What follows belongs to an exercise in optimizing a design on an open flow for small area, a short achievable clock period and few clock cycles per item; a production flow would make more cautious choices.
Where RTL was checked, it was by simulation tests only, not by an equivalence proof against the original.
Power figures rest on the tool's default switching activity, not on a simulated workload.

## scmcv_top
module scmcv_top (
   input  logic        clock,
   input  logic        reset,
   input  logic        start,
   output logic        busy,
   input  logic [1:0]  req_cmd,
   input  logic [15:0] req_target_cv,
   input  logic [3:0]  req_target_knob,
   input  logic [15:0] req_current_cv,
   input  logic [3:0]  req_current_knob,
   input  logic [15:0] req_morph_cv,
   input  logic [14:0] req_morph_knob,
   input  logic [15:0] req_type_buttons,
   input  logic [15:0] req_focus_mask,
   input  logic [3:0]  req_scene_slot,
   input  logic [3:0]  req_channel_slot,
   input  logic [14:0] req_write_value,
   output logic        rsp_strobe,
   output logic [3:0]  rsp_channel,
   output logic [15:0] rsp_cv_out,
   output logic        rsp_type_light,
   output logic        rsp_last,
   input  logic        psel,
   input  logic        penable,
   input  logic        pwrite,
   input  logic [2:0]  paddr,
   input  logic [31:0] pwdata,
   output logic [31:0] prdata,
   output logic        pready
);
For scale: roughly 8400 cells after synthesis, ~4400 flip-flops, roughly 230 I/O pins.
make LEC_CHECK=0 CAP_MARGIN=20 CORE_MARGIN=2 CORE_UTILIZATION=35 PLACE_DENSITY=0.55 SLEW_MARGIN=20 SYNTH_MEMORY_MAX_BITS=16384 finish   # period 12.0 ns
run.sh (not shown) runs the stock make flow with config.mk's settings and CLKGATE_MAP_FILE= SYNTH_SCRIPT=/design/flow/synth_recipe.tcl, a recipe that flattens the netlist after the stock synthesis.
Edit:
==> flow/flow/run.sh (new file) <==
#!/bin/bash
# Standard ORFS layout, with repair_timing aiming below the design's period.
# Synthesis is the standard synthesis; the later steps are the standard
# steps with a setup margin (SETUP_SLACK_MARGIN) so that timing repair keeps
# working past the clock period's own target.
set -euo pipefail
MARGIN=$(cat flow/margin.txt)
bash standard.sh synth > synth.log 2>&1
bash standard.sh SETUP_SLACK_MARGIN=$MARGIN finish > layout.log 2>&1
==> flow/flow/margin.txt (new file) <==
8.0
==> flow/standard.sh (new file) <==
#!/bin/bash
# synth_recipe.tcl (not shown) runs the flow's synth.tcl, then flattens the netlist and writes it again
# the make line also repeats each setting of config.mk as NAME=value (left out here)
make -C /OpenROAD-flow-scripts/flow DESIGN_CONFIG=/design/flow/config.mk WORK_HOME=/design/flow/orfs CLKGATE_MAP_FILE= SYNTH_SCRIPT=/design/flow/synth_recipe.tcl "${@:-finish}"
removed: flow/run.sh
=> The changed run passed the timing, design-rule and antenna checks. Wire length is higher by a few percent. Setup slack gets better by 1.3 ns. Fmax is higher by a quarter to a third. Synthesized cell count stays the same.
Function was not checked in any run of this note: the RTL went through the layout flow alone.

---

Setup of oak:
Another version of the RTL of scmcv_top (not shown whole).
Size in the first run: roughly 4600 flip-flops, ~230 I/O pins.
clock: 12.0 ns
lec_check: 0
cap_margin: 20
core_margin: 2
core_utilization: 35
place_density: 0.55
slew_margin: 20
synth_memory_max_bits: 16384
standard.sh (not shown) runs the stock make flow with config.mk's settings and CLKGATE_MAP_FILE= SYNTH_SCRIPT=/design/flow/synth_recipe.tcl, a recipe that flattens the netlist after the stock synthesis.
==> flow/flow/run.sh <==
#!/bin/bash
# ORFS layout: the standard synthesis, then the standard steps with a setup
# margin (timing repair keeps working below the period) and larger clock-sink clusters.
set -euo pipefail
bash standard.sh synth > synth.log 2>&1
bash standard.sh SETUP_SLACK_MARGIN=8.3 CTS_BUF_LIST=sky130_fd_sc_hd__clkbuf_16 CTS_CLUSTER_SIZE=24 CTS_CLUSTER_DIAMETER=70 finish > layout.log 2>&1
Testbench counts of oak, summed over its fixed seeds: cycles 11,540, ticks 514.
Inputs modified between oak and pine:
==> flow/flow/run.sh <==
#!/bin/bash
# ORFS layout: the standard synthesis, then the standard steps with a setup
# margin (timing repair keeps working below the period) and larger clock-sink clusters.
set -euo pipefail
bash standard.sh synth > synth.log 2>&1
bash standard.sh SETUP_SLACK_MARGIN=8.3 CTS_BUF_LIST=sky130_fd_sc_hd__clkbuf_16 CTS_CLUSTER_SIZE=24 CTS_CLUSTER_DIAMETER=70 CORE_UTILIZATION=55 PLACE_DENSITY=0.70 finish > layout.log 2>&1
Results
As of pine, wire length had fallen by a little under 10% compared to oak. Cmp oak and pine / slew at the pin closest to its max-slew limit / higher: oak. Diff pine..oak | fraction of registers with async set/reset | unchanged. Taking oak as the reference point, the via count of pine rises by 0.54%. Looking at final period utilization, pine sits 0.16 points lower than oak does. u_core.a1[0]$_DFF_P_ as the beginning of the critical path was reported by pine, and u_core.b1[0]$_DFF_P_ by oak.
What birch does differently from pine at the input level:
==> flow/flow/run.sh <==
#!/bin/bash
# ORFS layout: the standard synthesis, then the standard steps with a setup
# margin (timing repair keeps working below the period) and larger clock-sink clusters.
set -euo pipefail
bash standard.sh synth > synth.log 2>&1
bash standard.sh SETUP_SLACK_MARGIN=8.3 CTS_BUF_LIST=sky130_fd_sc_hd__clkbuf_16 CTS_CLUSTER_SIZE=20 CTS_CLUSTER_DIAMETER=60 finish > layout.log 2>&1
[summary]
birch: PASS, flow complete, no timing, DRC or antenna violations
birch vs. pine: clock network power consumption went up by about 24%.
On sequential share of layout area: birch sits below pine.
Share of the clock period used by the worst path for birch is lower than for pine.
Compared with pine, in birch wire length of the first global-routing pass now larger, via count now larger.

---

job 101:
Another version of the RTL of scmcv_top (not shown whole).
Size in the first run: about 10000 cells after synthesis, ~4700 flip-flops, roughly 230 I/O pins, about 0.14 mm2 of cells after synthesis.
export LEC_CHECK = 0
export CAP_MARGIN = 20
export CORE_MARGIN = 2
export CORE_UTILIZATION = 35
export PLACE_DENSITY = 0.55
export SLEW_MARGIN = 20
export SYNTH_MEMORY_MAX_BITS = 16384
create_clock -name core_clock -period 12.0 [get_ports {clock}]
==> flow/flow/run.sh <==
#!/bin/bash
# ORFS layout with the standard synthesis, then the standard ORFS steps with:
#  - larger clock-sink clusters of clkbuf_16 for a smaller clock tree;
#  - a denser placement.
# Each step's full output goes to synth.log and layout.log here (and ORFS's own logs).
set -euo pipefail
bash standard.sh synth > synth.log 2>&1
bash standard.sh SETUP_SLACK_MARGIN=8.5 CTS_BUF_LIST=sky130_fd_sc_hd__clkbuf_16 CTS_CLUSTER_SIZE=24 CTS_CLUSTER_DIAMETER=70 CORE_UTILIZATION=55 PLACE_DENSITY=0.70 finish > layout.log 2>&1
Testbench counts of job 101, summed over its fixed seeds: cycles 11,540, ticks 514.
What job 102 does differently from job 101 at the input level:
--- a/flow/flow/run.sh
+++ b/flow/flow/run.sh
@@ -6,3 +6,3 @@
 set -euo pipefail
 bash standard.sh synth > synth.log 2>&1
-bash standard.sh SETUP_SLACK_MARGIN=8.5 CTS_BUF_LIST=sky130_fd_sc_hd__clkbuf_16 CTS_CLUSTER_SIZE=24 CTS_CLUSTER_DIAMETER=70 CORE_UTILIZATION=55 PLACE_DENSITY=0.70 finish > layout.log 2>&1
+bash standard.sh SETUP_SLACK_MARGIN=8.3 CTS_BUF_LIST=sky130_fd_sc_hd__clkbuf_16 CTS_CLUSTER_SIZE=24 CTS_CLUSTER_DIAMETER=70 CORE_UTILIZATION=55 PLACE_DENSITY=0.70 finish > layout.log 2>&1
Notes after the runs:
Going from job 101 to job 102, total internal power now sits lower; final core utilization decreased by 0.54 points relative to the old numbers; met3 global-route usage saw a decrease; total power of the final layout saw a decrease; pre-CTS setup slack has increased.
The final period utilization number comes out higher for job 101 vs job 102.
Signed area change from the synthesized netlist to the final layout in job 102 is 0.98 points below job 101.
diff inputs: job 102 => job 103
==> flow/flow/run.sh <==
#!/bin/bash
# ORFS layout: the standard synthesis, then the standard steps with a setup
# margin (timing repair keeps working below the period) and larger clock-sink clusters.
set -euo pipefail
bash standard.sh synth > synth.log 2>&1
bash standard.sh SETUP_SLACK_MARGIN=8.3 CTS_BUF_LIST=sky130_fd_sc_hd__clkbuf_16 CTS_CLUSTER_SIZE=24 CTS_CLUSTER_DIAMETER=70 CORE_UTILIZATION=65 PLACE_DENSITY=0.80 finish > layout.log 2>&1
==> comparison <==
On worst hold slack, job 102 and job 103 are neck and neck. Max core outline area across job 102 and job 103: job 102. The lower cell area after placement of job 102 and job 103 is in job 103. Compared to job 102, job 103 reaches a lower achievable clock. Summary of job 103 over job 102: number of resized instances in the post-cts repair step moved down; clock latency on the worst-skew pair moved up; final-layout clock buffer total moved down; first-iteration DRC count moved up. From job 102 to job 103 the numbers moved as follows: total die area went down; headroom to the max-slew limit shrank by 3.3 points. Lower shortest period the worst path allows was reported by job 102, not job 103.
The following lists how job 104 was set up differently from job 103:
==> flow/flow/run.sh <==
#!/bin/bash
# ORFS layout: the standard synthesis, then the standard steps with a setup
# margin (timing repair keeps working below the period) and larger clock-sink clusters.
set -euo pipefail
bash standard.sh synth > synth.log 2>&1
bash standard.sh SETUP_SLACK_MARGIN=8.3 CTS_BUF_LIST=sky130_fd_sc_hd__clkbuf_16 CTS_CLUSTER_SIZE=24 CTS_CLUSTER_DIAMETER=70 CORE_UTILIZATION=55 PLACE_DENSITY=0.70 finish > layout.log 2>&1
Side by side, setup slack turned out higher in job 104 than in job 103. Looking at vias after detailed routing, job 104 sits below job 103. Summary of job 104 over job 103: floorplan die area now larger; final clock period utilization by the worst path -0.18 points. Result: PASS for each of job 104 and job 103.

[afterwards: timing with drivers on the ports]
How much do the figures lean on ideal ports? The routed layouts below were timed once more, with nothing changed but the port constraints.
Step 1 assumes that a clkbuf_16 drives the clock port and a buf_2 every other input.
Step 2, shift: input delay + t, output delay - t, t = (earliest + latest rising clock arrival at the registers) / 2. This alone moves slack from input paths to output paths.
Three values: ideal ports, drivers, drivers and shift; two values: the first two.
run | t (ns) | slack for setup (ns) | worst hold slack (ns) | worst slew at a driven data input, ns | cell pins on the clock port's net
the first run of note 1 | 1.006 | 5.425 / 5.425 / 5.425 | 0.260 / 0.260 / 0.260 | 0.09 | 1
the second run of note 1 | 0.975 | 6.761 / 6.761 / 6.761 | 0.285 / 0.285 / 0.285 | 0.14 | 1
oak | 1.024 | 8.046 / 8.046 / 7.382 | 0.287 / 0.287 / 0.287 | 0.06 | 1
pine | 1.002 | 8.065 / 8.029 / 7.453 | 0.256 / 0.256 / 0.256 | 0.06 | 1
birch | 0.992 | 8.091 / 8.091 / 7.411 | 0.303 / 0.303 / 0.303 | 0.06 | 1
job 101 | 1.024 | 8.184 / 8.099 / 7.428 | 0.280 / 0.280 / 0.280 | 0.07 | 1
job 102 | 1.000 | 8.253 / 8.151 / 7.444 | 0.283 / 0.283 / 0.283 | 0.08 | 1
job 103 | 1.006 | 8.232 / 8.135 / 7.375 | 0.283 / 0.283 / 0.283 | 0.09 | 1
job 104 | 1.000 | 8.253 / 8.151 / 7.444 | 0.283 / 0.283 / 0.283 | 0.08 | 1
After both steps setup and hold are still met in every run listed. For job 103, which loses most, drivers alone change the setup slack by -0.097 ns; drivers and shift together by -0.857 ns.
